This is an optimization exercise on Yosys and OpenROAD, whose aim is small area and a short achievable clock period, not a production implementation. In this exercise RTL edits were held to simulation tests only and were not proved equivalent to the original. Power figures rest on the tool's default switching activity, not on a simulated workload.

<file path="flow/design.v">
package mcwp_pkg;
    localparam logic [3:0] CODE_DOT   = 4'b1010;
    localparam logic [3:0] CODE_EMPTY = 4'b1100;
    localparam logic [2:0] STATUS_OK       = 3'd0;
    localparam logic [2:0] STATUS_CANCEL   = 3'd1;
    localparam logic [2:0] STATUS_BAD_CHAR = 3'd2;
    localparam logic [2:0] STATUS_BAD_NUM  = 3'd3;
    localparam logic [2:0] STATUS_LIMIT    = 3'd4;
    localparam logic [16:0] LIMIT_RESET = 17'd99999;
    function automatic logic gt17(input logic [16:0] a, input logic [16:0] b);
        logic c;
        c = 1'b0;
        for (int i = 0; i < 17; i++) begin
            c = (a[i] & ~b[i]) | ((a[i] | ~b[i]) & c);
        end
        gt17 = c;
    endfunction
endpackage
module mcwp_axis_shape (
    input  logic [23:0] codes,
    output logic        bad,
    output logic        empty
);
    logic [5:0] dot, emp, dig;
    always_comb begin
        for (int i = 0; i < 6; i++) begin
            dot[i] = codes[4*i+3] & codes[4*i+1];
            emp[i] = codes[4*i+3] & codes[4*i+2];
            dig[i] = !dot[i] && !emp[i];
        end
    end
    logic tail_ok, sh_a, sh_b, sh_c, sh_d;
    always_comb begin
        tail_ok = !dot[3] && !dot[4] && !dot[5];
        sh_a  = dot[0] && dig[1] && !dot[2] && tail_ok;    
        sh_b  = dig[0] && dot[1] && dig[2] && tail_ok;     
        sh_c  = dig[0] && dig[1] && dot[2] && tail_ok;     
        sh_d  = dig[0] && !dot[1] && emp[2];               
        empty = emp[0];
        bad   = !(sh_a || sh_b || sh_c || sh_d || empty);
    end
endmodule
module mcwp_axis_align (
    input  logic [23:0] codes,
    output logic [19:0] digits      
);
    logic [5:0] dot, emp;
    logic [3:0] dv [6];
    logic p0, p1, p2;
    always_comb begin
        for (int i = 0; i < 6; i++) begin
            dot[i] = codes[4*i+3] & codes[4*i+1];
            emp[i] = codes[4*i+3] & codes[4*i+2];
            dv[i]  = {codes[4*i+3] & !codes[4*i+2], codes[4*i+2] & !codes[4*i+3],
                      codes[4*i+1], codes[4*i]};
        end
        p0 = dot[0];
        p1 = dot[1] || emp[1];
        p2 = !p0 && !p1;
        digits[19:16] = p2 ? dv[0] : 4'd0;
        digits[15:12] = p2 ? dv[1] : p1 ? dv[0] : 4'd0;
        digits[11:8]  = p2 ? dv[3] : p1 ? dv[2] : dv[1];
        digits[7:4]   = p2 ? dv[4] : p1 ? dv[3] : dv[2];
        digits[3:0]   = p2 ? dv[5] : p1 ? dv[4] : dv[3];
    end
endmodule
module mcwp_axis_conv (
    input  logic [19:0] digits,
    input  logic [16:0] limit_n,    
    output logic [16:0] mils,
    output logic        over        
);
    logic [3:0] dT, dK, dH, dt, du;
    logic [16:0] r0, r1;
    assign dT = digits[19:16];
    assign dK = digits[15:12];
    assign dH = digits[11:8];
    assign dt = digits[7:4];
    assign du = digits[3:0];
    logic [16:0] p_dT;    
    assign p_dT[0] = 1'b0;
    assign p_dT[1] = 1'b0;
    assign p_dT[2] = 1'b0;
    assign p_dT[3] = 1'b0;
    assign p_dT[4] = (dT[0]);
    assign p_dT[5] = (dT[1]);
    assign p_dT[6] = (dT[2]);
    assign p_dT[7] = (dT[3]);
    assign p_dT[8] = (dT[0]);
    assign p_dT[9] = (!dT[1] && dT[0]) || (dT[1] && !dT[0]);
    assign p_dT[10] = (!dT[2] && dT[1]) || (!dT[2] && dT[0]) || (dT[2] && !dT[1] && !dT[0]);
    assign p_dT[11] = (dT[3]) || (dT[2] && !dT[0]) || (dT[1] && !dT[0]);
    assign p_dT[12] = (dT[3]) || (dT[2] && !dT[1] && !dT[0]) || (dT[1] && dT[0]);
    assign p_dT[13] = (!dT[3] && !dT[2] && dT[0]) || (dT[3] && !dT[0]) || (dT[2] && dT[1] && !dT[0]);
    assign p_dT[14] = (dT[3] && dT[0]) || (!dT[2] && dT[1]) || (dT[2] && !dT[1] && dT[0]) || (dT[1] && !dT[0]);
    assign p_dT[15] = (dT[2] && !dT[1]) || (dT[2] && !dT[0]);
    assign p_dT[16] = (dT[3]) || (dT[2] && dT[1] && dT[0]);
    logic [13:0] p_dK;    
    assign p_dK[0] = 1'b0;
    assign p_dK[1] = 1'b0;
    assign p_dK[2] = 1'b0;
    assign p_dK[3] = (dK[0]);
    assign p_dK[4] = (dK[1]);
    assign p_dK[5] = (!dK[2] && dK[0]) || (dK[2] && !dK[0]);
    assign p_dK[6] = (!dK[3] && !dK[2] && !dK[1] && dK[0]) || (dK[3] && !dK[0]) || (dK[2] && dK[1]) || (dK[1] && !dK[0]);
    assign p_dK[7] = (!dK[3] && !dK[2] && dK[0]) || (!dK[2] && dK[1]) || (dK[2] && !dK[1]);
    assign p_dK[8] = (dK[3]) || (dK[2]) || (dK[1]) || (dK[0]);
    assign p_dK[9] = (dK[3]) || (dK[2]) || (dK[1]) || (dK[0]);
    assign p_dK[10] = (dK[3] && !dK[0]) || (dK[2] && !dK[0]) || (dK[1] && !dK[0]);
    assign p_dK[11] = (dK[3] && !dK[0]) || (dK[2] && !dK[1] && !dK[0]) || (dK[1] && dK[0]);
    assign p_dK[12] = (dK[3] && !dK[0]) || (dK[2] && dK[1]) || (dK[2] && dK[0]);
    assign p_dK[13] = (dK[3] && dK[0]);
    logic [9:0] p_dH;    
    assign p_dH[0] = 1'b0;
    assign p_dH[1] = 1'b0;
    assign p_dH[2] = (dH[0]);
    assign p_dH[3] = (dH[1]);
    assign p_dH[4] = (dH[2]);
    assign p_dH[5] = (!dH[3] && dH[0]) || (dH[3] && !dH[0]);
    assign p_dH[6] = (!dH[3] && !dH[1] && dH[0]) || (dH[1] && !dH[0]);
    assign p_dH[7] = (dH[3] && dH[0]) || (!dH[2] && dH[1] && !dH[0]) || (dH[2] && !dH[1]) || (dH[2] && dH[0]);
    assign p_dH[8] = (dH[3]) || (!dH[2] && dH[1] && dH[0]) || (dH[2] && !dH[1]);
    assign p_dH[9] = (dH[3]) || (dH[2] && dH[1]);
    logic [6:0] p_dt;    
    assign p_dt[0] = 1'b0;
    assign p_dt[1] = (dt[0]);
    assign p_dt[2] = (dt[1]);
    assign p_dt[3] = (!dt[2] && dt[0]) || (dt[2] && !dt[0]);
    assign p_dt[4] = (dt[3]) || (!dt[2] && dt[1]) || (dt[2] && !dt[1] && dt[0]) || (dt[1] && !dt[0]);
    assign p_dt[5] = (dt[2] && !dt[1]) || (dt[2] && !dt[0]);
    assign p_dt[6] = (dt[3]) || (dt[2] && dt[1] && dt[0]);
    logic cs1;
    logic cs2;
    assign cs1 = p_dH[2] ^ p_dt[2] ^ du[2];
    assign cs2 = (p_dH[2] & p_dt[2]) | (p_dH[2] & du[2]) | (p_dt[2] & du[2]);
    logic cs3;
    logic cs4;
    assign cs3 = p_dK[3] ^ p_dH[3] ^ p_dt[3];
    assign cs4 = (p_dK[3] & p_dH[3]) | (p_dK[3] & p_dt[3]) | (p_dH[3] & p_dt[3]);
    logic cs5;
    logic cs6;
    assign cs5 = p_dT[4] ^ p_dK[4] ^ p_dH[4];
    assign cs6 = (p_dT[4] & p_dK[4]) | (p_dT[4] & p_dH[4]) | (p_dK[4] & p_dH[4]);
    logic cs7;
    logic cs8;
    assign cs7 = p_dT[5] ^ p_dK[5] ^ p_dH[5];
    assign cs8 = (p_dT[5] & p_dK[5]) | (p_dT[5] & p_dH[5]) | (p_dK[5] & p_dH[5]);
    logic cs9;
    logic cs10;
    assign cs9 = p_dT[6] ^ p_dK[6] ^ p_dH[6];
    assign cs10 = (p_dT[6] & p_dK[6]) | (p_dT[6] & p_dH[6]) | (p_dK[6] & p_dH[6]);
    logic cs11;
    logic cs12;
    assign cs11 = p_dT[7] ^ p_dK[7] ^ p_dH[7];
    assign cs12 = (p_dT[7] & p_dK[7]) | (p_dT[7] & p_dH[7]) | (p_dK[7] & p_dH[7]);
    logic cs13;
    logic cs14;
    assign cs13 = p_dT[8] ^ p_dK[8] ^ p_dH[8];
    assign cs14 = (p_dT[8] & p_dK[8]) | (p_dT[8] & p_dH[8]) | (p_dK[8] & p_dH[8]);
    logic cs15;
    logic cs16;
    assign cs15 = p_dT[9] ^ p_dK[9] ^ p_dH[9];
    assign cs16 = (p_dT[9] & p_dK[9]) | (p_dT[9] & p_dH[9]) | (p_dK[9] & p_dH[9]);
    logic cs17;
    logic cs18;
    assign cs17 = cs2 ^ cs3 ^ du[3];
    assign cs18 = (cs2 & cs3) | (cs2 & du[3]) | (cs3 & du[3]);
    logic cs19;
    logic cs20;
    assign cs19 = cs4 ^ cs5 ^ p_dt[4];
    assign cs20 = (cs4 & cs5) | (cs4 & p_dt[4]) | (cs5 & p_dt[4]);
    logic cs21;
    logic cs22;
    assign cs21 = cs6 ^ cs7 ^ p_dt[5];
    assign cs22 = (cs6 & cs7) | (cs6 & p_dt[5]) | (cs7 & p_dt[5]);
    logic cs23;
    logic cs24;
    assign cs23 = cs8 ^ cs9 ^ p_dt[6];
    assign cs24 = (cs8 & cs9) | (cs8 & p_dt[6]) | (cs9 & p_dt[6]);
    logic cs25;
    logic cs26;
    assign cs25 = cs16 ^ p_dT[10] ^ p_dK[10];
    assign cs26 = (cs16 & p_dT[10]) | (cs16 & p_dK[10]) | (p_dT[10] & p_dK[10]);
    logic cs27;
    logic cs28;
    assign cs27 = cs24 ^ cs10 ^ cs11;
    assign cs28 = (cs24 & cs10) | (cs24 & cs11) | (cs10 & cs11);
    logic cs29;
    logic cs30;
    assign cs29 = cs26 ^ p_dT[11] ^ p_dK[11];
    assign cs30 = (cs26 & p_dT[11]) | (cs26 & p_dK[11]) | (p_dT[11] & p_dK[11]);
    logic cs31;
    logic cs32;
    assign cs31 = cs28 ^ cs12 ^ cs13;
    assign cs32 = (cs28 & cs12) | (cs28 & cs13) | (cs12 & cs13);
    logic cs33;
    logic cs34;
    assign cs33 = cs30 ^ p_dT[12] ^ p_dK[12];
    assign cs34 = (cs30 & p_dT[12]) | (cs30 & p_dK[12]) | (p_dT[12] & p_dK[12]);
    logic cs35;
    logic cs36;
    assign cs35 = cs32 ^ cs14 ^ cs15;
    assign cs36 = (cs32 & cs14) | (cs32 & cs15) | (cs14 & cs15);
    logic cs37;
    logic cs38;
    assign cs37 = cs34 ^ p_dT[13] ^ p_dK[13];
    assign cs38 = (cs34 & p_dT[13]) | (cs34 & p_dK[13]) | (p_dT[13] & p_dK[13]);
    assign r0 = {p_dT[16], p_dT[15], cs38, cs37, cs33, cs29, cs36, cs35, cs31, cs27, cs22, cs20, cs18, cs17, cs1, p_dt[1], du[0]};
    assign r1 = {1'b0, 1'b0, p_dT[14], 1'b0, 1'b0, 1'b0, cs25, 1'b0, 1'b0, 1'b0, cs23, cs21, cs19, 1'b0, 1'b0, du[1], 1'b0};
    assign mils = r0 + r1;
    logic [16:0] nl, cs_s, cs_c;
    logic [17:0] cy;
    assign nl   = limit_n;
    assign cs_s = r0 ^ r1 ^ nl;
    assign cs_c = (r0 & r1) | (r0 & nl) | (r1 & nl);
    always_comb begin
        cy[0] = 1'b0;
        cy[1] = 1'b0;
        for (int i = 1; i < 17; i++) begin
            cy[i+1] = (cs_s[i] & cs_c[i-1]) | ((cs_s[i] | cs_c[i-1]) & cy[i]);
        end
    end
    assign over = cy[17] | cs_c[16];
endmodule
module motion_command_word_parser_core (
    input  logic        aclk,
    input  logic        aresetn,
    input  logic        s_valid,
    output logic        s_ready,
    input  logic [7:0]  s_rx_byte,
    output logic        m_valid,
    input  logic        m_ready,
    output logic [2:0]  m_status,
    output logic [1:0]  m_error_axis,
    output logic [16:0] m_x_mils,
    output logic [16:0] m_y_mils,
    output logic [16:0] m_z_mils,
    input  logic        cfg_valid,
    output logic        cfg_ready,
    input  logic [2:0]  cfg_index,
    input  logic [16:0] cfg_data
);
    logic [2:0][16:0] limit_n;   
    logic [2:0][16:0] hold_reg;
    logic [71:0] st;           
    logic [2:0][16:0] val_n;     
    logic [1:0]  lw;           
    logic        sel_act;      
    logic [1:0]  sel_ax;       
    logic [2:0]  idx;          
    logic        discard;
    logic        mv;
    logic [2:0]  status_reg;
    logic [1:0]  axis_reg;
    logic [7:0] b;
    logic [7:0] bu;
    logic is_cr, is_etx, is_sp, is_letter, is_f, is_char, is_dot;
    logic [3:0] code;
    logic accept, act, finish, err_any, wr;
    assign b  = s_rx_byte;
    assign bu = b & 8'hDF;
    always_comb begin
        is_cr     = (b == 8'h0D);
        is_etx    = (b == 8'h03);
        is_sp     = (b == 8'h20);
        is_f      = (bu == 8'h46);
        is_letter = (bu == 8'h58) || (bu == 8'h59) || (bu == 8'h5A) || is_f;
        is_dot    = (b == 8'h2E);
        is_char   = ((b >= 8'h30) && (b <= 8'h39)) || is_dot;
        code      = is_dot ? mcwp_pkg::CODE_DOT : b[3:0];
    end
    assign s_ready   = !mv || m_ready;
    assign cfg_ready = 1'b1;
    assign accept    = s_valid && s_ready;
    assign act       = accept && !discard;
    assign finish    = act && is_cr;
    assign err_any   = act && (is_etx || (sel_act && !is_cr && !is_sp && !is_letter && !is_char));
    assign wr        = act && sel_act && is_char && !(idx[2] && idx[1]);
    logic       st_clr;
    logic [3:0] st_d;
    assign st_clr = !aresetn || (accept && is_cr);
    assign st_d   = st_clr ? mcwp_pkg::CODE_EMPTY : code;
    logic [16:0] cfg_limit_d, cfg_hold_d;
    logic [5:0]  cfg_en;
    always_comb begin
        cfg_limit_d = aresetn ? ~cfg_data : ~mcwp_pkg::LIMIT_RESET;
        cfg_hold_d  = aresetn ? cfg_data : 17'd0;
        for (int k = 0; k < 6; k++) begin
            cfg_en[k] = !aresetn || (cfg_valid && cfg_index == 3'(k));
        end
    end
    always_ff @(posedge aclk) begin
        for (int a = 0; a < 3; a++) begin
            if (cfg_en[a])     limit_n[a]   <= cfg_limit_d;
            if (cfg_en[a + 3]) hold_reg[a]  <= cfg_hold_d;
        end
    end
    logic [2:0]  bad, empty, over, fresh;
    logic [23:0] wr_cur, wr_new;
    logic [19:0] wr_digits;
    logic [19:0] conv_in;
    logic [16:0] conv_limit;
    logic [16:0] conv_mils;
    logic        conv_over;
    assign empty[0] = st[3]  & st[2];
    assign empty[1] = st[27] & st[26];
    assign empty[2] = st[51] & st[50];
    always_comb begin
        case (sel_ax)
            2'd0:    wr_cur = st[23:0];
            2'd1:    wr_cur = st[47:24];
            default: wr_cur = st[71:48];
        endcase
        for (int i = 0; i < 6; i++) begin
            wr_new[4*i +: 4] = (idx == 3'(i)) ? code : wr_cur[4*i +: 4];
        end
    end
    mcwp_axis_align u_align (.codes(wr_new), .digits(wr_digits));
    logic       wr_bad, wr_empty_unused;
    logic [2:0] bad_reg;
    mcwp_axis_shape u_shape (.codes(wr_new), .bad(wr_bad), .empty(wr_empty_unused));
    always_ff @(posedge aclk) begin
        for (int a = 0; a < 3; a++) begin
            if (st_clr) begin
                bad_reg[a] <= 1'b0;
            end else if (wr && sel_ax == 2'(a)) begin
                bad_reg[a] <= wr_bad;
            end
        end
    end
    assign bad = bad_reg;
    always_ff @(posedge aclk) begin
        conv_in <= wr_digits;
    end
    always_comb begin
        for (int a = 0; a < 3; a++) fresh[a] = (lw == 2'(a));
        case (lw)
            2'd0:    conv_limit = limit_n[0];
            2'd1:    conv_limit = limit_n[1];
            default: conv_limit = limit_n[2];
        endcase
    end
    mcwp_axis_conv u_conv (.digits(conv_in), .limit_n(conv_limit), .mils(conv_mils), .over(conv_over));
    logic [2:0] fin_status;
    logic [1:0] fin_axis;
    always_comb begin
        for (int a = 0; a < 3; a++) begin
            over[a] = !empty[a] && (fresh[a] ? conv_over : mcwp_pkg::gt17(limit_n[a], val_n[a]));
        end
        if (|bad) begin
            fin_status = mcwp_pkg::STATUS_BAD_NUM;
            fin_axis   = bad[2] ? 2'd2 : bad[1] ? 2'd1 : 2'd0;
        end else if (|over) begin
            fin_status = mcwp_pkg::STATUS_LIMIT;
            fin_axis   = over[2] ? 2'd2 : over[1] ? 2'd1 : 2'd0;
        end else begin
            fin_status = mcwp_pkg::STATUS_OK;
            fin_axis   = 2'd0;
        end
    end
    always_ff @(posedge aclk) begin
        for (int a = 0; a < 3; a++) begin
            if (s_ready && is_cr && empty[a]) begin
                val_n[a] <= ~hold_reg[a];
            end else if (fresh[a]) begin
                val_n[a] <= ~conv_mils;
            end
        end
    end
    always_ff @(posedge aclk) begin
        if (!aresetn) begin
            lw <= 2'd3;
        end else begin
            lw <= wr ? sel_ax : 2'd3;
        end
    end
    always_ff @(posedge aclk) begin
        for (int a = 0; a < 3; a++) begin
            for (int i = 0; i < 6; i++) begin
                if (st_clr || (wr && sel_ax == 2'(a) && idx == 3'(i))) begin
                    st[a*24+i*4 +: 4] <= st_d;
                end
            end
        end
    end
    always_ff @(posedge aclk) begin
        if (!aresetn) begin
            sel_act <= 1'b0;
            discard <= 1'b0;
            mv      <= 1'b0;
        end else begin
            mv <= finish || err_any || (mv && !m_ready);
            if (accept) begin
                if (is_cr) begin
                    sel_act <= 1'b0;
                    discard <= 1'b0;
                end else if (!discard) begin
                    if (err_any) begin
                        discard <= 1'b1;
                    end else if (is_letter) begin
                        sel_act <= 1'b1;
                    end else if (sel_act && is_char && idx[2] && idx[1]) begin
                        sel_act <= 1'b0;
                    end
                end
            end
        end
    end
    always_ff @(posedge aclk) begin
        if (accept && is_letter) begin
            sel_ax <= {b[1] | is_f, b[0] | is_f};
            idx    <= 3'd0;
        end else if (wr) begin
            idx    <= idx + 3'd1;
        end
    end
    always_ff @(posedge aclk) begin
        if (s_ready) begin
            if (is_cr) begin
                status_reg <= fin_status;
                axis_reg   <= fin_axis;
            end else if (is_etx) begin
                status_reg <= mcwp_pkg::STATUS_CANCEL;
                axis_reg   <= 2'd0;
            end else begin
                status_reg <= mcwp_pkg::STATUS_BAD_CHAR;
                axis_reg   <= sel_ax;
            end
        end
    end
    logic res_bad;
    assign res_bad      = (status_reg != mcwp_pkg::STATUS_OK);
    assign m_valid      = mv;
    assign m_status     = status_reg;
    assign m_error_axis = axis_reg;
    assign m_x_mils     = ~(val_n[0] | {17{res_bad}});
    assign m_y_mils     = ~(val_n[1] | {17{res_bad}});
    assign m_z_mils     = ~(val_n[2] | {17{res_bad}});
endmodule
</file>
<file path="flow/flow/run.sh">
#!/bin/bash
# Layout flow: the standard flow (standard synthesis unchanged), with the
# port buffers made from plain buffers instead of delay buffers, the resizer
# allowed to pick any drive strength (not only cells of the same footprint),
# and a larger setup margin for timing repair. Each step's full output is in
# orfs/logs; make's own output is in make_finish.log here.
set -euo pipefail
bash standard.sh \
    "BUFFER_PORTS_ARGS=-buffer_cell sky130_fd_sc_hd__buf_1" \
    MATCH_CELL_FOOTPRINT=0 \
    SETUP_SLACK_MARGIN=5.6 \
    finish > make_finish.log 2>&1
</file>
<file path="flow/standard.sh">
#!/bin/bash
# synth_recipe.tcl (not shown) runs the flow's synth.tcl, then flattens the netlist and writes it again
# the make line also repeats each setting of config.mk as NAME=value (left out here)
make -C /OpenROAD-flow-scripts/flow DESIGN_CONFIG=/design/flow/config.mk WORK_HOME=/design/flow/orfs CLKGATE_MAP_FILE= SYNTH_SCRIPT=/design/flow/synth_recipe.tcl "${@:-finish}"
</file>
<file path="flow/config.mk">
export PLATFORM = sky130hd
export DESIGN_NAME = motion_command_word_parser_core
export DESIGN_NICKNAME = motion_command_word_parser_core
export VERILOG_FILES = /design/flow/design.v
export SDC_FILE = /design/flow/constraint.sdc
export NUM_CORES = 4
export LEC_CHECK = 0
export ABC_AREA = 1
export ABC_CLOCK_PERIOD_IN_PS = 4500
export CAP_MARGIN = 20
export CORE_MARGIN = 2
export CORE_UTILIZATION = 40
export CTS_CLUSTER_DIAMETER = 100
export CTS_CLUSTER_SIZE = 24
export SETUP_SLACK_MARGIN = 5
export SLEW_MARGIN = 20
</file>
<file path="flow/constraint.sdc">
create_clock -name core_clock -period 10.0 [get_ports {aclk}]
set_input_delay 2.0000 -clock core_clock [delete_from_list [all_inputs] [get_ports {aclk}]]
set_output_delay 2.0000 -clock core_clock [all_outputs]
set_load 0.01 [all_outputs]
</file>
==> results of run 1 <==
==> power by group through the flow <==
stage          sequential (mW)  combinational, mW  clock, mW
2_1_floorplan             1.44              0.995          0
3_3_place_gp              1.45               1.25          0
3_5_place_dp              1.45               1.28          0
4_1_cts                   1.42               1.31      0.663
5_1_grt                   1.43               1.59      0.703
6_report                  1.43               1.36      0.655
==> final cells by class <==
cell class | instances | share of cell area, %
inverter | 251 | 6.402
multi-input combinational | 860 | 32.81
clock inverter | 3 | 0.2762
tap | 448 | 3.749
sequential | 263 | 50.87
clock buffer | 23 | 2.712
timing repair buffer | 106 | 3.180
==> final timing paths <==
path | from | to | slack, ns
setup / recovery | m_ready | s_ready | 5.63
hold reg to reg | sel_act | sel_act | 0.50
setup reg to reg | conv_in[12] | axis_reg[1] | 5.72
hold / removal | sel_act | sel_act | 0.50
==> logic make-up (layout without fill, tap and decap cells) <==
family / after synthesis / in the layout / share of synthesized area (%)
adders and majority gates: 52 / 52 / 6.251
buffers and inverters: 285 / 383 / 8.182
DFF: 263 / 263 / 56.58
and+or+nand+nor: 521 / 521 / 16.11
xor gates and xnor gates: 12 / 12 / 0.7838
other: 1 / 1 / 0.02796
AOI/OAI and AO/OA: 274 / 274 / 12.06
==> Yosys cell counts, types with 3 or more instances <==
cell and count:
a21oi_1 45, a22o_1 3, a22oi_1 4, buf_4 3, clkbuf_1 29, dfxtp_1 31
edfxtp_1 232, fa_1 25, ha_1 27, inv_1 234, inv_2 12, inv_4 4
nand2_1 318, nand3_1 25, nand3_2 3, nand4_1 8, nor2_1 132, nor2_4 4
nor3_1 7, nor3_2 3, o211ai_1 5, o21a_1 5, o21ai_0 127, o21ai_1 6
o221ai_1 7, o22a_1 3, o22ai_1 47, o31ai_1 4, or2_2 11, xnor2_1 3
xor2_1 9
==> per-stage QoR <==
| stage | instance area (um2) | power (mW) |
|---|---|---|
| 6_report | 14950 | 3.443 |
| 3_5_place_dp | 14270 | 2.735 |
| 3_3_place_gp | 14260 | 2.701 |
| 2_1_floorplan | 13410 | 2.431 |
| 5_1_grt | 14950 | 3.730 |
| 4_1_cts | 14800 | 3.396 |
==> per-layer routing <==
| layer | part of all wire [%] | global-route usage (%) | wire length, um |
|---|---|---|---|
| met2 | 48 | 33.46 | 16660 |
| met3 | 5.9 | 2.739 | 2036 |
| met4 | 2.4 | 5.159 | 850 |
| met5 | 0 | 0 | 0 |
| met1 | 44 | 26.32 | 15190 |
==> worst reg2reg max path, cell delays in order, from the launching register on <==
cell and delay (ns):
dfxtp_4 0.40, inv_1 0.12, nand2_2 0.12, o311ai_4 0.11
fa_1 0.55, fa_2 0.21, inv_2 0.04, fa_2 0.33
fa_2 0.34, inv_2 0.06, fa_2 0.46, ha_4 0.23
nand2_1 0.06, o21ai_0 0.07, inv_1 0.05, nand2_1 0.04
nand2_1 0.05, nand2_1 0.05, nand2_1 0.05, nand2_1 0.05
nand2_1 0.08, nand2_1 0.05, nand2_1 0.06, nand2_2 0.05
nand2_2 0.09, nand3_2 0.07, nand2_2 0.11, o211ai_1 0.11
==> timing repair <==
item	in CTS	in global routing
hold buffers	0	0
gates resized for setup	16	51
endpoints found under the setup margin	39	142
setup buffers	6	4
pin swaps	12	6
==> impl_metrics.json, run 1 <==
{
  "die_area_um2": 35010,
  "dp.final_hpwl_um": 25430,
  "ys.flop_type": "edfxtp_1",
  "post-route-util_pct": 44.92,
  "fin_crit_sh_pct": 43.75,
  "clockPowerShare_pct": 19.0,
  "clock_latency_ns": 0.51,
  "worstPathRequired_ns": 8.00,
  "multi_input_area_um2": 4906,
  "portBuffers": 90,
  "tritoncts": "built",
  "num_antenna_cells": 0,
  "fill_cells": 3199,
  "grt_pass1_wl_um": 53810,
  "ys_ff_latch": 263,
  "tns_ns": 0,
  "drive_gt1_share_pct": 8.765,
  "rsz0062_at_grt": "yes",
  "swShare_pct": 36.11,
  "drt_pass1_iterations": 5,
  "core_um2": 33280,
  "whs_ns": 0.4981,
  "die_width_um": 187.1,
  "routed_via_density": 5.107,
  "cp_cell_sequence": "clkbuf_2, nor2_4, inv_2, buf_6",
  "drtAntennaViolNets": 0,
  "ys_warn_count": 5,
  "syn-instance-count": 1408,
  "top_register": "st",
  "grt_pass1_vias": 9774,
  "cts_root_buf": "clkbuf_16",
  "syn_avg_cell_area_um2": 9.524,
  "path_clk_slew_ns": 0.08,
  "cts_inserted_buffers": 15,
  "via_count": 9979,
  "power_density_nw_per_um2": 230.3,
  "first_iter_violations": 1000,
  "grt_start_max_net_pins": 52,
  "p_leak_nw": 6.296,
  "hold_depth": 2,
  "cp-start-kind": "primary input",
  "io-pin-count": 92,
  "status": "finished clean",
  "arrival_ns": 2.37,
  "stdcell_count": 1954,
  "synth_cell_types": 57,
  "layout-area-overhead-vs-synth_pct": 11.49,
  "max_freq_mhz": 228.6,
  "endpoint_kind": "primary output",
  "wl_per_cell_um": 17.78,
  "synth-edff-count": 232,
  "hold_viol": 0,
  "min_path_type": "reg -> reg",
  "die_y_um": 187.1,
  "peakVddDrop_v": 0.0001218,
  "drv_cap": 0,
  "p_int_mw": 2.200,
  "seqCellArea_um2": 7605,
  "synth_top_area_share_pct": 51.95,
  "cts_sinks": 263,
  "routed_wl_um": 34740,
  "synthesis.area_um2": 13410,
  "initial_core_util_pct": 40.29,
  "postLayoutSetupSlackWorst_ns": 5.625,
  "cp_num_cells": 4,
  "cp_top_family": "buffers and inverters",
  "worstMarginPinSlew_ns": 1.072,
  "drv_slew": 0,
  "async_reset_ff_share_pct": 0,
  "nets": 1582,
  "rows": 67,
  "place.gp.congestion": 0.9031,
  "crit_type": "in -> out",
  "grt_antenna_before_repair": 0,
  "layout_common_cells": "nand2_1, edfxtp_1, inv_1, nor2_1, o21ai_0",
  "largest_reg_flops": 72,
  "cpMaxStageDelayCell": "nor2_4",
  "setup_viol": 0,
  "p_comb_share_pct": 39.6,
  "cts_buffer_depth": 3,
  "skew_ns": 0.03714,
  "dp.cells": 1918,
  "switchingPower_mw": 1.243,
  "seqPwrFrac_pct": 41.4,
  "slew_headroom_pct": 28.54,
  "worstPathMaxFanout": 2,
  "ys_seq_area_share_pct": 56.58,
  "dp_slack_ns": 4.988,
  "synth_area_leaders": "edfxtp_1, nand2_1, inv_1",
  "track_usage_pct": 19.60,
  "overflow": 0,
  "reg2reg_depth": 27,
  "yosys.area.top_type": "edfxtp_1",
  "path_buf_inv": 3,
  "mostFrequentLayoutCell": "nand2_1",
  "drcViolationCount": 0,
  "min_period_ns": 4.375,
  "synth_nets": 1493,
  "cts_max_level": 1,
  "cpPeakStageDelay_ns": 0.12
}
==> inputs of run 2 (changes only) <==
--- a/flow/config.mk
+++ b/flow/config.mk
@@ -12,4 +12,4 @@
 export CORE_UTILIZATION = 40
-export CTS_CLUSTER_DIAMETER = 100
-export CTS_CLUSTER_SIZE = 24
+export CTS_CLUSTER_DIAMETER = 90
+export CTS_CLUSTER_SIZE = 30
 export SETUP_SLACK_MARGIN = 5
==> run 2 against run 1 <==
Still clean. Non-clock buffer count unchanged. Setup slack about the same. Area after synthesis unchanged. Clock power decreased by 9.5%. Clock-buffer cell count decreased by 9. First-iteration DRC count increased by 3.2%. Die area unchanged. Via count decreased by 0.36%. Final area decreased by 0.41%. Utilization decreased by 0.18 points. Synthesized cell count unchanged. Sequential share of layout area increased by 0.22 points. Critical path type unchanged. Largest power group unchanged.
==> impl_metrics.json, run 2 <==
{
  "status": "finished clean",
  "r2r-end": "axis_reg[0]",
  "ys.flop_type": "edfxtp_1",
  "synth_common_cells": "nand2_1, inv_1, edfxtp_1, nor2_1, o21ai_0",
  "dp_slack_ns": 4.988,
  "p_comb_share_pct": 40.4,
  "synth_cell_types": 57,
  "hold_viol": 0,
  "yosysMostFrequentCell": "nand2_1",
  "async_reset_ff_share_pct": 0,
  "syn-instance-count": 1408,
  "synth_top_area_share_pct": 51.95,
  "muxShareOfSynthArea_pct": 0,
  "clock_latency_ns": 0.49,
  "drv_cap": 0,
  "synth-xor-area-share_pct": 0.7837,
  "path_clk_slew_ns": 0.11,
  "worstReg2RegStart": "conv_in[12]",
  "routed_wl_um": 34520,
  "power_density_nw_per_um2": 227.4,
  "overflow": 0,
  "cts_root_buf": "clkbuf_16",
  "io-pin-count": 92,
  "peakVddDrop_v": 0.0001431,
  "rows": 67,
  "fin_crit_sh_pct": 43.75,
  "yosys.area.top_type": "edfxtp_1",
  "drcViolationCount": 0,
  "synth_compound_area_share_pct": 12.06,
  "die_width_um": 187.1,
  "synth_fa_ha_area_share_pct": 6.251,
  "worstPathRequired_ns": 8.00,
  "rrSetupSlack_ns": 5.72,
  "top_register": "st",
  "grt_start_max_net_pins": 52,
  "reg2reg_depth": 29,
  "drtAntennaViolNets": 0,
  "hold_end": "sel_act",
  "tns_ns": 0,
  "drive_gt1_share_pct": 9.206,
  "synthesis.area_um2": 13410,
  "first_iter_violations": 1032,
  "layout-area-overhead-vs-synth_pct": 11.03,
  "drv_slew": 0,
  "core_um2": 33280,
  "grt_pass1_vias": 9704,
  "cts_max_level": 1,
  "synth_nets": 1493,
  "max_freq_mhz": 228.6,
  "postLayoutSetupSlackWorst_ns": 5.625,
  "stdcell_count": 1947,
  "syn_avg_cell_area_um2": 9.524,
  "ys_ff_latch": 263,
  "p_int_mw": 2.160,
  "switchingPower_mw": 1.226,
  "whs_ns": 0.5028,
  "dp.final_hpwl_um": 25430,
  "worstMarginPinSlew_ns": 1.104,
  "synth_area_leaders": "edfxtp_1, nand2_1, inv_1",
  "wl_per_cell_um": 17.73,
  "ys_warn_count": 5,
  "nets": 1580,
  "crit_type": "in -> out",
  "portBuffers": 90,
  "slew_headroom_pct": 26.38,
  "synth_top_family_by_area": "simple AND/OR/NAND/NOR gates",
  "num_antenna_cells": 0,
  "arrival_ns": 2.37,
  "synth-edff-count": 232,
  "dp.cells": 1918,
  "mostFrequentLayoutCell": "nand2_1",
  "cp-start-kind": "primary input",
  "drt_pass1_iterations": 6,
  "seqPwrFrac_pct": 42.1,
  "die_area_um2": 35010,
  "cts_sinks": 263,
  "rsz0062_at_grt": "yes",
  "clockPowerShare_pct": 17.5,
  "multi_input_area_um2": 4916,
  "die_y_um": 187.1,
  "ys_seq_area_share_pct": 56.58,
  "initial_core_util_pct": 40.29,
  "cts_buffer_depth": 3,
  "track_usage_pct": 19.52,
  "endpoint_kind": "primary output",
  "grt_pass1_wl_um": 53580,
  "routed_via_density": 5.107,
  "worstPathMaxFanout": 2,
  "min_path_type": "reg -> reg",
  "synth-simple-area-share_pct": 16.11,
  "largest_reg_flops": 72,
  "seqCellArea_um2": 7606,
  "fill_cells": 3224,
  "via_count": 9943,
  "grt_antenna_before_repair": 0,
  "p_leak_nw": 6.260,
  "skew_ns": 0.02063,
  "layout_common_cells": "nand2_1, edfxtp_1, inv_1, nor2_1, o21ai_0",
  "place.gp.congestion": 0.9031,
  "tritoncts": "built",
  "swShare_pct": 36.21,
  "setup_viol": 0,
  "hold_depth": 2,
  "cts_inserted_buffers": 13,
  "hp-start": "sel_act",
  "min_period_ns": 4.375
}
-- run 2: cell count changes in the layout (fill, tap and decap cells not counted), moves of 2 or more --
| cell | change |
|---|---|
| clkbuf_1 | -7 |
| inv_1 | -3 |
| buf_4 | +2 |
| buf_6 | -2 |
| clkbuf_16 | -2 |
| clkinvlp_4 | +2 |
| inv_2 | +2 |
| nand2_1 | -2 |
| nand2_4 | +2 |
-- run 2: worst max path at each step --
stage / start / end / slack [ns] / cells after the start
global placement: s_rx_byte[0] / val_n[34] / 5.12 / 9
detailed placement: s_rx_byte[0] / val_n[34] / 4.99 / 9
finish: m_ready / s_ready / 5.63 / 4
floorplan: conv_in[12] / status_reg[2] / 5.64 / 25
global route: conv_in[12] / axis_reg[0] / 5.44 / 29
CTS: m_ready / s_ready / 5.61 / 4
-- run 2: kinds of logic after synthesis --
| kind of cell | after synthesis |
|---|---|
| xor gates and xnor gates | 12 |
| buffers and inverters | 285 |
| DFF | 263 |
| AOI/OAI and AO/OA | 274 |
| adders and majority gates | 52 |
| and+or+nand+nor | 521 |
| other | 1 |
-- run 2: per-stage QoR --
step | power, mW | util, % | cell area, um2
global placement | 2.701 | 42.85 | 14260
global route | 3.676 | 44.74 | 14890
floorplan | 2.431 | - | 13410
CTS | 3.345 | 44.32 | 14750
finish | 3.386 | 44.74 | 14890
detailed placement | 2.735 | 42.87 | 14270
-- run 2: per-layer routing --
metal | share of wire [%] | track usage [%]
met1 | 43 | 26.34
met2 | 48 | 33.36
met3 | 6.9 | 2.533
met4 | 2.6 | 5.006
met5 | 0 | 0
-- run 2: power groups by stage --
stage          clock (mW)  combinational [mW]  sequential [mW]
2_1_floorplan           0               0.995             1.44
3_3_place_gp            0                1.25             1.45
3_5_place_dp            0                1.28             1.45
4_1_cts             0.605                1.32             1.42
5_1_grt             0.641                1.60             1.43
6_report            0.593                1.37             1.42
-- run 2: repair_timing --
item,4_1_cts,5_1_grt
setup buffers,7,3
endpoints found under the setup margin,56,129
hold buffers,0,0
resized for setup,22,51
pin swaps,12,10
-- run 2: layout make-up --
class,instances,area share (%)
Tap cell,448,3.765
Sequential cell,263,51.08
Clock buffer,14,2.210
Inverter,251,6.454
Clock inverter,5,0.3277
Timing Repair Buffer,106,3.143
Multi-Input combinational cell,860,33.02
-- run 2: worst max-delay path, cell delays in order --
cell	delay, ns
clkbuf_2	0.10
nor2_4	0.12
inv_2	0.05
buf_6	0.11
==> inputs of run 3 (changes only) <==
--- a/flow/config.mk
+++ b/flow/config.mk
@@ -12,3 +12,3 @@
 export CORE_UTILIZATION = 40
-export CTS_CLUSTER_DIAMETER = 90
+export CTS_CLUSTER_DIAMETER = 120
 export CTS_CLUSTER_SIZE = 30
==> run 3 against run 2 <==
Wire length up 0.45%. Die area unchanged. Synthesized cell count unchanged. Flip-flop and latch count stayed put. Setup slack lost 0.0017 ns. Area after synthesis did not move. Fmax about the same. Final area fell by 0.18%. Sequential share of layout area up 0.095 points. Clock power is 3% lower. Largest power group unchanged. Highest routed layer unchanged.
==> impl_metrics.json, run 3 <==
{
  "rrSetupSlack_ns": 5.73,
  "cp_top_family": "buffers and inverters",
  "die_area_um2": 35010,
  "clock_latency_ns": 0.51,
  "tritoncts": "built",
  "place.gp.congestion": 0.9031,
  "core_um2": 33280,
  "reg2reg_depth": 29,
  "syn_avg_cell_area_um2": 9.524,
  "synth_top_family_by_area": "simple AND/OR/NAND/NOR gates",
  "drv_slew": 0,
  "cts_inserted_buffers": 12,
  "drv_cap": 0,
  "synth-simple-area-share_pct": 16.11,
  "max_freq_mhz": 228.5,
  "via_count": 9961,
  "min_path_type": "reg -> reg",
  "drt_pass1_iterations": 5,
  "r2r-end": "axis_reg[0]",
  "syn-instance-count": 1408,
  "track_usage_pct": 19.60,
  "synth-xor-area-share_pct": 0.7837,
  "nets": 1579,
  "overflow": 0,
  "synthesis.area_um2": 13410,
  "crit_type": "in -> out",
  "dp_slack_ns": 4.988,
  "yosys.area.top_type": "edfxtp_1",
  "cp-endpoint": "s_ready",
  "synth_area_leaders": "edfxtp_1, nand2_1, inv_1",
  "largest_reg_flops": 72,
  "routed_wl_um": 34680,
  "cts_buffer_depth": 3,
  "hold_buffers": 0,
  "cts_root_buf": "clkbuf_16",
  "routed_via_density": 5.121,
  "setup_viol": 0,
  "peakVddDrop_v": 0.0001258,
  "hold_viol": 0,
  "grt_pass1_wl_um": 53760,
  "startpoint": "m_ready",
  "status": "finished clean",
  "rows": 67,
  "drive_gt1_share_pct": 8.884,
  "whs_ns": 0.4978,
  "synth_common_cells": "nand2_1, inv_1, edfxtp_1, nor2_1, o21ai_0",
  "synth_fa_ha_area_share_pct": 6.251,
  "skew_ns": 0.02955,
  "fill_cells": 3208,
  "wl_per_cell_um": 17.83,
  "grt_start_max_net_pins": 52,
  "tns_ns": 0,
  "p_leak_nw": 6.251,
  "ys_seq_area_share_pct": 56.58,
  "cpPeakStageDelay_ns": 0.12,
  "arrival_ns": 2.38,
  "io-pin-count": 92,
  "synth_nets": 1493,
  "synth-edff-count": 232,
  "num_antenna_cells": 0,
  "path_clk_slew_ns": 0.11,
  "cts_sinks": 263,
  "path_buf_inv": 3,
  "yosysMostFrequentCell": "nand2_1",
  "seqCellArea_um2": 7606,
  "endpoint_kind": "primary output",
  "dp.final_hpwl_um": 25430,
  "postLayoutSetupSlackWorst_ns": 5.624,
  "grt_pass1_vias": 9737,
  "power_density_nw_per_um2": 226.8,
  "layout-area-overhead-vs-synth_pct": 10.82,
  "cp_cell_sequence": "clkbuf_2, nor2_4, inv_2, buf_6",
  "first_iter_violations": 924,
  "worstPathMaxFanout": 2,
  "synth_compound_area_share_pct": 12.06,
  "cpMaxStageDelayCell": "nor2_4",
  "async_reset_ff_share_pct": 0,
  "grt_antenna_before_repair": 0,
  "ys.flop_type": "edfxtp_1",
  "portBuffers": 90,
  "hp-start": "sel_act",
  "top_register": "st",
  "worstReg2RegStart": "conv_in[12]",
  "initial_core_util_pct": 40.29,
  "die_width_um": 187.1,
  "muxShareOfSynthArea_pct": 0,
  "min_period_ns": 4.376,
  "die_y_um": 187.1,
  "cts_max_level": 1,
  "ys_warn_count": 5,
  "multi_input_area_um2": 4917,
  "worstMarginPinSlew_ns": 1.070,
  "synth_top_area_share_pct": 51.95,
  "slew_headroom_pct": 28.65,
  "fin_crit_sh_pct": 43.76,
  "worstPathRequired_ns": 8.00,
  "cp_num_cells": 4,
  "ys_ff_latch": 263,
  "synth_cell_types": 57,
  "drtAntennaViolNets": 0,
  "layout_common_cells": "nand2_1, edfxtp_1, inv_1, nor2_1, o21ai_0",
  "cp-start-kind": "primary input",
  "drcViolationCount": 0,
  "mostFrequentLayoutCell": "nand2_1",
  "rsz0062_at_grt": "yes"
}
## run 3: kinds of logic after synthesis
logic type / Yosys count
flops: 263
buf+inv: 285
other cells: 1
fa+ha+maj: 52
simple gates: 521
xor+xnor: 12
compound gates: 274
## run 3: area by class of cell
type / instances / share of cell area [%]
clock buffer: 16 / 2.265
clock inverter: 1 / 0.05893
inverter: 251 / 6.440
multi-input combinational: 860 / 33.09
sequential: 263 / 51.18
tap: 448 / 3.772
timing repair buffer: 106 / 3.199
## run 3: through the flow
step	instances	utilization, %	area [um2]	total power [mW]
finish	1945	44.66	14860	3.370
global route	1945	44.66	14860	3.652
CTS	1943	44.25	14730	3.325
detailed placement	1918	42.87	14270	2.735
global placement	1918	42.85	14260	2.701
floorplan	1408	-	13410	2.431
## run 3: worst register-to-register path, delay by kind of cell, from the launching register on
kind                     cells  cell delay (ns)
AO/OA/AOI/OAI                3             0.32
adder cells (fa/ha/maj)      6             2.17
buffers and inverters        5             0.33
flip-flops                   1             0.39
AND/OR/NAND/NOR             15             0.94
## run 3: worst min-delay path by stage
stage / endpoint / cells past startpoint
2_1_floorplan: sel_act / 2
3_3_place_gp: sel_act / 2
3_5_place_dp: sel_act / 2
4_1_cts: sel_act / 2
5_1_grt: sel_act / 2
6_report: sel_act / 2
## run 3: timing repair
action	4_1_cts	5_1_grt
setup endpoints to repair	53	134
buffers inserted	8	2
gates resized for setup	22	50
cloned	0	0
pin swaps	12	9
## run 3: where the power goes
group	internal [mW]	total, mW	switching, mW
logic	0.526	1.37	0.845
clock network	0.242	0.575	0.333
registers	1.38	1.42	0.0409
## run 3: layer usage
layer / global-route usage (%) / part of all wire [%]
met1: 26.49 / 43
met3: 2.383 / 6.1
met4: 5.067 / 2.7
met2: 33.54 / 48
met5: 0 / 0
==> inputs of run 4 (changes only) <==
--- a/flow/flow/run.sh
+++ b/flow/flow/run.sh
@@ -10,3 +10,3 @@
     MATCH_CELL_FOOTPRINT=0 \
-    SETUP_SLACK_MARGIN=5.6 \
+    SETUP_SLACK_MARGIN=5.5 \
     finish > make_finish.log 2>&1
--- a/flow/config.mk
+++ b/flow/config.mk
@@ -13,3 +13,3 @@
 export CTS_CLUSTER_DIAMETER = 120
-export CTS_CLUSTER_SIZE = 30
+export CTS_CLUSTER_SIZE = 27
 export SETUP_SLACK_MARGIN = 5
==> run 4 against run 3 <==
Setup slack worse by 0.032 ns. Critical endpoint unchanged. Flip-flop and latch count did not move. Largest power group unchanged. First-iteration DRC count increased by 5.8%. Wire length is 0.45% lower. Clock-buffer cell count increased by 3. Global-route usage decreased by 0.057 points. Sequential share of layout area is 0.061 points higher. Largest cell class unchanged. Sequential power barely moved. Final area is 0.15% lower. Combinational power about the same.
==> impl_metrics.json, run 4 <==
{
  "worstMarginPinSlew_ns": 1.052,
  "drcViolationCount": 0,
  "cts_inserted_buffers": 13,
  "largest_reg_flops": 72,
  "fin_total_pwr_mw": 3.368,
  "overflow": 0,
  "cp-start-kind": "primary input",
  "num_antenna_cells": 0,
  "cp_common_cell": "buf_1",
  "async_reset_ff_share_pct": 0,
  "synth_compound_area_share_pct": 12.06,
  "layout-area-overhead-vs-synth_pct": 10.65,
  "tns_ns": 0,
  "cts_buffer_depth": 3,
  "path_clk_slew_ns": 0.09,
  "die_width_um": 187.1,
  "path_buf_inv": 3,
  "setup_viol": 0,
  "cp_top_family": "buffers and inverters",
  "seqCellArea_um2": 7604,
  "place.gp.congestion": 0.9031,
  "clock_latency_ns": 0.51,
  "nets": 1580,
  "drtAntennaViolNets": 0,
  "p_leak_nw": 6.249,
  "power_density_nw_per_um2": 226.9,
  "first_iter_violations": 978,
  "syn-instance-count": 1408,
  "ys.flop_type": "edfxtp_1",
  "portBuffers": 90,
  "cpMaxStageDelayCell": "nor2_2",
  "syn_avg_cell_area_um2": 9.524,
  "cts_max_level": 1,
  "routed_wl_um": 34520,
  "status": "finished clean",
  "ys_warn_count": 5,
  "worstPathRequired_ns": 8.00,
  "synth_top_family_by_area": "simple AND/OR/NAND/NOR gates",
  "whs_ns": 0.4949,
  "cp_cell_sequence": "buf_1, nor2_2, inv_2, buf_1",
  "drt_pass1_iterations": 6,
  "die_y_um": 187.1,
  "tritoncts": "built",
  "hold_buffers": 0,
  "cpPeakStageDelay_ns": 0.15,
  "synth_nets": 1493,
  "initial_core_util_pct": 40.29,
  "via_count": 9948,
  "synthesis.area_um2": 13410,
  "synth-xor-area-share_pct": 0.7837,
  "crit_type": "in -> out",
  "track_usage_pct": 19.54,
  "drv_slew": 0,
  "endpoint_kind": "primary output",
  "synth-simple-area-share_pct": 16.11,
  "ys_ff_latch": 263,
  "synth_common_cells": "nand2_1, inv_1, edfxtp_1, nor2_1, o21ai_0",
  "io-pin-count": 92,
  "fill_cells": 3209,
  "hold_viol": 0,
  "grt_pass1_wl_um": 53560,
  "synth_area_leaders": "edfxtp_1, nand2_1, inv_1",
  "yosys.area.top_type": "edfxtp_1",
  "muxShareOfSynthArea_pct": 0,
  "min_period_ns": 4.408,
  "synth_fa_ha_area_share_pct": 6.251,
  "drv_cap": 0,
  "grt_pass1_vias": 9720,
  "min_path_type": "reg -> reg",
  "cts_sinks": 263,
  "routed_via_density": 5.104,
  "fin_crit_sh_pct": 44.08,
  "die_area_um2": 35010,
  "slew_headroom_pct": 29.87,
  "multi_input_area_um2": 4886,
  "post-route-util_pct": 44.59,
  "ys_seq_area_share_pct": 56.58,
  "layout_common_cells": "nand2_1, edfxtp_1, inv_1, nor2_1, o21ai_0",
  "arrival_ns": 2.41,
  "synth_top_area_share_pct": 51.95,
  "max_freq_mhz": 226.9,
  "top_register": "st",
  "yosysMostFrequentCell": "nand2_1",
  "cts_root_buf": "clkbuf_16",
  "peakVddDrop_v": 0.0001338,
  "synth-edff-count": 232,
  "grt_antenna_before_repair": 0,
  "worstPathMaxFanout": 2,
  "synth_cell_types": 57,
  "drive_gt1_share_pct": 8.328,
  "wl_per_cell_um": 17.71,
  "grt_start_max_net_pins": 52,
  "mostFrequentLayoutCell": "nand2_1",
  "rows": 67,
  "skew_ns": 0.03820,
  "rsz0062_at_grt": "yes",
  "dp.final_hpwl_um": 25430,
  "core_um2": 33280
}
## run 4: path summary, 6_finish.rpt
check / start / to / slack (ns) / cells past startpoint
worst max register to register: conv_in[13] / axis_reg[1] / 5.72 / 27
worst max-delay path: m_ready / s_ready / 5.59 / 4
worst min-delay path: sel_act / sel_act / 0.49 / 2
worst min register to register: sel_act / sel_act / 0.49 / 2
## run 4: where the power goes
group	switching [mW]	leakage, nW	internal, mW	total, mW
combinational	0.833	3.58	0.522	1.36
sequential	0.0406	2.49	1.38	1.42
clock	0.339	0.176	0.249	0.588
total	1.21	6.25	2.16	3.37
## run 4: through the flow
step	worst slack (ns)	area, um2	std cells
after floorplan	5.637	13410	1408
after global placement	5.120	14260	1918
after detailed placement	4.988	14270	1918
after CTS	5.546	14710	1945
after global routing	5.427	14840	1949
final	5.592	14840	1949
## run 4: worst register-to-register path, delay by kind of cell (launching register included)
family | cells | cell delay [ns]
adders and majority gates | 6 | 2.22
and+or+nand+nor | 14 | 0.84
buffers and inverters | 4 | 0.30
AOI/OAI and AO/OA | 3 | 0.38
DFF | 1 | 0.37
## run 4: kinds of logic after synthesis
logic type,Yosys count
xor+xnor,12
simple gates,521
other cells,1
buf+inv,285
compound gates,274
flops,263
fa+ha+maj,52
## run 4: area by class of cell
class,instances,share of cell area [%]
inverter,251,6.450
sequential,263,51.24
timing repair buffer,106,3.145
tap,448,3.777
multi-input combinational,860,32.93
clock buffer,19,2.344
clock inverter,2,0.1180
## run 4: per-layer routing
| layer | global-route usage [%] | vias up | wire length [um] |
|---|---|---|---|
| li1 | - | 4838 | - |
| met1 | 26.21 | 4713 | 14790 |
| met2 | 33.33 | 342 | 16450 |
| met3 | 2.964 | 55 | 2381 |
| met4 | 4.853 | 0 | 901 |
| met5 | 0 | - | 0 |
## run 4: repair_timing
item	in CTS	in global routing
endpoints found under the hold margin	0	0
endpoints found under the setup margin	17	116
resized for setup	13	44
pin swaps	8	8
buffers inserted	6	4
==> inputs of run 5 (changes only) <==
--- a/flow/flow/run.sh
+++ b/flow/flow/run.sh
@@ -10,3 +10,3 @@
     MATCH_CELL_FOOTPRINT=0 \
-    SETUP_SLACK_MARGIN=5.5 \
+    SETUP_SLACK_MARGIN=5.65 \
     finish > make_finish.log 2>&1
==> run 5 against run 4 <==
Still clean. Synthesized cell count unchanged. Die area unchanged. Power decreased by 0.99%. Critical path depth unchanged. Sequential share of layout area decreased by 0.23 points. Register-to-register slack improved by 0.05 ns. Via count decreased by 0.90%. Wire length about the same. Critical path type unchanged.
==> impl_metrics.json, run 5 <==
{
  "cts_root_buf": "clkbuf_16",
  "cts_max_level": 1,
  "cp_top_family": "buffers and inverters",
  "drcViolationCount": 0,
  "grt_pass1_wl_um": 52710,
  "crit_type": "in -> out",
  "dp_slack_ns": 5.055,
  "track_usage_pct": 19.41,
  "peakVddDrop_v": 0.0001369,
  "syn_avg_cell_area_um2": 9.524,
  "grt_util_met3_pct": 1.876,
  "skew_ns": 0.01889,
  "synth_cell_types": 57,
  "synth_common_cells": "nand2_1, inv_1, edfxtp_1, nor2_1, o21ai_0",
  "num_antenna_cells": 0,
  "power_density_nw_per_um2": 223.5,
  "synth-edff-count": 232,
  "synth_fa_ha_area_share_pct": 6.251,
  "setup_viol": 0,
  "mostFrequentLayoutCell": "nand2_1",
  "rows": 67,
  "cp_cell_sequence": "buf_6, nor2_4, inv_2, buf_6",
  "cts_inserted_buffers": 13,
  "drv_slew": 0,
  "cp-start-kind": "primary input",
  "drtAntennaViolNets": 0,
  "ys_warn_count": 5,
  "die_y_um": 187.1,
  "worstPathRequired_ns": 8.00,
  "syn-instance-count": 1408,
  "drt_pass1_iterations": 6,
  "overflow": 0,
  "synth_top_area_share_pct": 51.95,
  "fin_crit_sh_pct": 43.53,
  "drive_gt1_share_pct": 9.460,
  "die_area_um2": 35010,
  "cp_common_cell": "buf_6",
  "cts_buffer_depth": 3,
  "via_count": 9858,
  "use_met1_pct": 25.84,
  "rsz0062_at_grt": "yes",
  "grt_start_max_net_pins": 52,
  "post-route-util_pct": 44.82,
  "synth-simple-area-share_pct": 16.11,
  "tritoncts": "built",
  "tns_ns": 0,
  "routed_via_density": 5.058,
  "nets": 1584,
  "fill_cells": 3206,
  "met2_usage_pct": 34.10,
  "cpMaxStageDelayCell": "buf_6",
  "min_path_type": "reg -> reg",
  "max_freq_mhz": 229.7,
  "first_iter_violations": 888,
  "async_reset_ff_share_pct": 0,
  "gr-max-usage-layer": "met2",
  "min_period_ns": 4.353,
  "cpPeakStageDelay_ns": 0.11,
  "status": "finished clean",
  "synth_area_leaders": "edfxtp_1, nand2_1, inv_1",
  "initial_core_util_pct": 40.29,
  "largest_reg_flops": 72,
  "synth_compound_area_share_pct": 12.06,
  "hold_viol": 0,
  "yosysMostFrequentCell": "nand2_1",
  "wl_per_cell_um": 17.72,
  "arrival_ns": 2.35,
  "top_register": "st",
  "synthesis.area_um2": 13410,
  "layout-area-overhead-vs-synth_pct": 11.23,
  "muxShareOfSynthArea_pct": 0,
  "p_leak_nw": 6.283,
  "synth-xor-area-share_pct": 0.7837,
  "cts_sinks": 263,
  "place.gp.congestion": 0.8702,
  "die_width_um": 187.1,
  "ys_ff_latch": 263,
  "grt_antenna_before_repair": 0,
  "yosys.area.top_type": "edfxtp_1",
  "routed_wl_um": 34530,
  "synth_nets": 1493,
  "drv_cap": 0,
  "path_clk_slew_ns": 0.11,
  "grt_pass1_vias": 9551,
  "clock_latency_ns": 0.48,
  "postLayoutSetupSlackWorst_ns": 5.647,
  "worstMarginPinSlew_ns": 0.8649,
  "worstPathMaxFanout": 2,
  "layout_common_cells": "nand2_1, edfxtp_1, inv_1, nor2_1, o21ai_0",
  "endpoint_kind": "primary output",
  "core_um2": 33280,
  "portBuffers": 90,
  "dp.final_hpwl_um": 25300,
  "ys_seq_area_share_pct": 56.58,
  "fin_total_pwr_mw": 3.334,
  "path_buf_inv": 3,
  "whs_ns": 0.5020,
  "io-pin-count": 92,
  "synth_top_family_by_area": "simple AND/OR/NAND/NOR gates",
  "ys.flop_type": "edfxtp_1",
  "slew_headroom_pct": 42.28
}
[run 5: changes by cell type in the layout (fill, tap and decap cells not counted), sizes merged]
cell and change:
inv -1, clkbuf -3, buf +4
[run 5: what timing repair did]
action | 4_1_cts | 5_1_grt
setup endpoints to repair | 50 | 199
resized for setup | 23 | 58
buffers inserted | 9 | 2
endpoints found under the hold margin | 0 | 0
hold buffers | 0 | 0
pin swaps | 13 | 10
[run 5: cell type report]
class | instances | area [um2] | share of cell area, %
Timing Repair Buffer | 110 | 515.5 | 3.456
Multi-Input combinational cell | 860 | 4930 | 33.05
Clock inverter | 1 | 8.758 | 0.05872
Sequential cell | 263 | 7609 | 51.01
Inverter | 251 | 957.2 | 6.417
Clock buffer | 16 | 336.6 | 2.256
Tap cell | 448 | 560.5 | 3.758
[run 5: through the flow]
stage                     cells  cell area (um2)
final                      1949            14920
after global routing       1949            14920
after CTS                  1946            14740
after detailed placement   1920            14270
after global placement     1920            14270
after floorplan            1408            13410
[run 5: routing by layer]
layer  vias up  part of all wire, %
li1       4839                    -
met1      4666                   43
met2       310                   49
met3        43                  5.3
met4         0                  2.2
met5         -                    0
[run 5: tightest hold or removal path: cells and delay by family (launching register included)]
family	cells	cell delay (ns)
flops	1	0.35
simple gates	1	0.07
compound gates	1	0.05
[run 5: power breakdown]
| group | switching, mW | total (mW) | leakage [nW] | internal [mW] |
|---|---|---|---|---|
| combinational | 0.819 | 1.34 | 3.62 | 0.521 |
| sequential | 0.0398 | 1.42 | 2.49 | 1.38 |
| clock | 0.329 | 0.571 | 0.168 | 0.242 |
| total | 1.19 | 3.33 | 6.28 | 2.15 |
[run 5: cell families (layout without fill, tap and decap cells)]
logic type	after synthesis	after routing
adders and majority gates	52	52
xor gates and xnor gates	12	12
AOI/OAI and AO/OA	274	274
buffers and inverters	285	378
DFF	263	263
other	1	1
and+or+nand+nor	521	521
[run 5: path summary, 6_finish.rpt]
kind / start / end / slack, ns / depth (start not counted)
max: m_ready / s_ready / 5.65 / 4
min: sel_act / sel_act / 0.50 / 2
max reg2reg: conv_in[12] / status_reg[2] / 5.77 / 29
min reg2reg: sel_act / sel_act / 0.50 / 2
==> inputs of run 6 (changes only) <==
--- a/flow/flow/run.sh
+++ b/flow/flow/run.sh
@@ -10,3 +10,3 @@
     MATCH_CELL_FOOTPRINT=0 \
-    SETUP_SLACK_MARGIN=5.65 \
+    SETUP_SLACK_MARGIN=5.6 \
     finish > make_finish.log 2>&1
==> run 6 against run 5 <==
Wire length shrank 0.10%. Critical path type unchanged. Flip-flop and latch count is the same. Still clean. Clock-buffer cell count grew 3. Largest cell class unchanged.
==> impl_metrics.json, run 6 <==
{
  "portBuffers": 90,
  "clockPowerShare_pct": 17.4,
  "grt_util_met3_pct": 2.964,
  "min_path_type": "reg -> reg",
  "initial_core_util_pct": 40.29,
  "drt_pass1_iterations": 5,
  "hold_viol": 0,
  "slew_headroom_pct": 30.48,
  "wl_per_cell_um": 17.69,
  "drtAntennaViolNets": 0,
  "cts_max_level": 1,
  "ys_seq_area_share_pct": 56.58,
  "io-pin-count": 92,
  "whs_ns": 0.4940,
  "top_register": "st",
  "ys.flop_type": "edfxtp_1",
  "cts_root_buf": "clkbuf_16",
  "post-route-util_pct": 44.70,
  "rows": 67,
  "cpPeakStageDelay_ns": 0.12,
  "syn-instance-count": 1408,
  "skew_ns": 0.03796,
  "max_freq_mhz": 228.6,
  "routed_via_density": 5.096,
  "yosysMostFrequentCell": "nand2_1",
  "synth_cell_types": 57,
  "dp.final_hpwl_um": 25430,
  "synth_top_area_share_pct": 51.95,
  "layout_common_cells": "nand2_1, edfxtp_1, inv_1, nor2_1, o21ai_0",
  "die_width_um": 187.1,
  "drv_slew": 0,
  "tritoncts": "built",
  "die_area_um2": 35010,
  "synthesis.area_um2": 13410,
  "num_antenna_cells": 0,
  "power_density_nw_per_um2": 227.0,
  "async_reset_ff_share_pct": 0,
  "switchingPower_mw": 1.218,
  "p_int_mw": 2.159,
  "ys_ff_latch": 263,
  "drv_cap": 0,
  "track_usage_pct": 19.54,
  "met2_usage_pct": 33.34,
  "nets": 1581,
  "p_comb_share_pct": 40.4,
  "fin_total_pwr_mw": 3.377,
  "swShare_pct": 36.08,
  "setup_viol": 0,
  "dp_slack_ns": 4.988,
  "worstPathRequired_ns": 8.00,
  "grt_antenna_before_repair": 0,
  "place.gp.congestion": 0.9031,
  "drive_gt1_share_pct": 9.055,
  "largest_reg_flops": 72,
  "peakVddDrop_v": 0.0001348,
  "fin_crit_sh_pct": 43.75,
  "core_um2": 33280,
  "ys_warn_count": 5,
  "routed_wl_um": 34490,
  "use_met1_pct": 26.21,
  "synth_area_leaders": "edfxtp_1, nand2_1, inv_1",
  "clock_latency_ns": 0.51,
  "arrival_ns": 2.37,
  "path_clk_slew_ns": 0.09,
  "layout-area-overhead-vs-synth_pct": 10.94,
  "cp-start-kind": "primary input",
  "cts_buffer_depth": 3,
  "cp_cell_sequence": "clkbuf_2, nor2_4, inv_2, buf_6",
  "first_iter_violations": 883,
  "fill_cells": 3206,
  "seqPwrFrac_pct": 42.2,
  "gr-max-usage-layer": "met2",
  "mostFrequentLayoutCell": "nand2_1",
  "p_leak_nw": 6.264,
  "status": "finished clean",
  "min_period_ns": 4.375,
  "via_count": 9938,
  "drcViolationCount": 0,
  "reg2reg_depth": 27,
  "synth-edff-count": 232,
  "postLayoutSetupSlackWorst_ns": 5.625,
  "crit_type": "in -> out",
  "tns_ns": 0,
  "rsz0062_at_grt": "yes",
  "worstPathMaxFanout": 2,
  "synth_common_cells": "nand2_1, inv_1, edfxtp_1, nor2_1, o21ai_0",
  "synth_nets": 1493,
  "grt_pass1_wl_um": 53580,
  "cts_inserted_buffers": 13,
  "hold_depth": 2,
  "yosys.area.top_type": "edfxtp_1",
  "cts_sinks": 263,
  "endpoint_kind": "primary output",
  "worstMarginPinSlew_ns": 1.043,
  "hold_buffers": 0,
  "die_y_um": 187.1,
  "grt_pass1_vias": 9727,
  "overflow": 0,
  "syn_avg_cell_area_um2": 9.524,
  "grt_start_max_net_pins": 52,
  "cpMaxStageDelayCell": "nor2_4"
}
[run 6: cell count changes in the layout (fill, tap and decap cells not counted), moves of 2 or more]
cell      previous run  this run
o21ai_1             19        23
clkbuf_1             3         6
buf_4               17        15
nand2_1            311       308
nand2_4              4         1
dfxtp_2              5         2
nand2_2              6        12
o21ai_2              9         4
buf_6                5         3
dfxtp_1             22        25
[run 6: logic make-up after synthesis]
group / Yosys count / synth area share [%]
simple gates: 521 / 16.11
buf+inv: 285 / 8.182
compound gates: 274 / 12.06
flops: 263 / 56.58
fa+ha+maj: 52 / 6.251
xor+xnor: 12 / 0.7838
other cells: 1 / 0.02796
[run 6: path summary, 6_finish.rpt]
path | from | endpoint | slack [ns]
max | m_ready | s_ready | 5.63
min | sel_act | sel_act | 0.49
max reg2reg | conv_in[13] | axis_reg[1] | 5.76
min reg2reg | sel_act | sel_act | 0.49
[run 6: per-layer routing]
metal,wire length (um),share of wire [%],vias up
li1,-,-,4842
met1,14970,43,4726
met2,16380,47,320
met3,2237,6.5,50
met4,907,2.6,0
met5,0,0,-
[run 6: power by group through the flow]
stage / Sequential, mW / Clock [mW] / Combinational [mW]
finish: 1.42 / 0.587 / 1.36
global placement: 1.45 / 0 / 1.25
floorplan: 1.44 / 0 / 0.995
global route: 1.43 / 0.636 / 1.60
detailed placement: 1.45 / 0 / 1.28
CTS: 1.42 / 0.596 / 1.31
[run 6: timing repair]
action | CTS | global route
setup buffers | 6 | 5
resized for setup | 18 | 54
endpoints found under the setup margin | 49 | 126
pin swaps | 12 | 9
[run 6: worst max-delay path: cells and delay by family]
family	cells	cell delay, ns
buffers and inverters	3	0.26
and+or+nand+nor	1	0.12
[run 6: final cells by class]
type / count / area (um2) / area share (%)
Clock buffer: 19 / 347.8 / 2.338
Clock inverter: 2 / 17.52 / 0.1177
Inverter: 251 / 957.2 / 6.433
Multi-Input combinational cell: 860 / 4907 / 32.98
Sequential cell: 263 / 7605 / 51.11
Tap cell: 448 / 560.5 / 3.768
Timing Repair Buffer: 107 / 483.0 / 3.246
[run 6: stage by stage]
stage	cell area [um2]	cells
after floorplan	13410	1408
after global placement	14260	1918
after detailed placement	14270	1918
after CTS	14720	1945
after global routing	14880	1950
final	14880	1950

static timing again, ports no longer ideal:
Ports are ideal in the flow. The routed layouts listed here were re-timed in OpenROAD. Step 1 assumes that a clkbuf_16 drives the clock port and a buf_2 every other input. Step 2 also shifts input and output timing later by t, the mid clock arrival at the registers, as if the neighbouring blocks saw the same clock. a / b / c = ideal / step 1 / step 2; a / b = the first two.
run | t, ns | setup slack, ns | worst hold slack (ns) | slew at the worst register clock pin (ns)
run 1 | 0.544 | 5.625 / 5.604 / 5.272 | 0.498 / 0.498 / 0.498 | 0.10 / 0.10
run 2 | 0.530 | 5.625 / 5.604 / 5.285 | 0.503 / 0.503 / 0.503 | 0.12 / 0.12
run 3 | 0.541 | 5.624 / 5.602 / 5.255 | 0.498 / 0.498 / 0.498 | 0.12 / 0.12
run 4 | 0.541 | 5.592 / 5.571 / 5.186 | 0.495 / 0.495 / 0.495 | 0.11 / 0.11
run 5 | 0.529 | 5.647 / 5.616 / 5.167 | 0.502 / 0.502 / 0.502 | 0.11 / 0.11
run 6 | 0.540 | 5.625 / 5.604 / 5.227 | 0.494 / 0.494 / 0.494 | 0.11 / 0.11
After both steps every run listed still meets setup and hold. The setup slack of run 5, which loses most, moves by -0.031 ns with the drivers and by -0.480 ns with both steps.
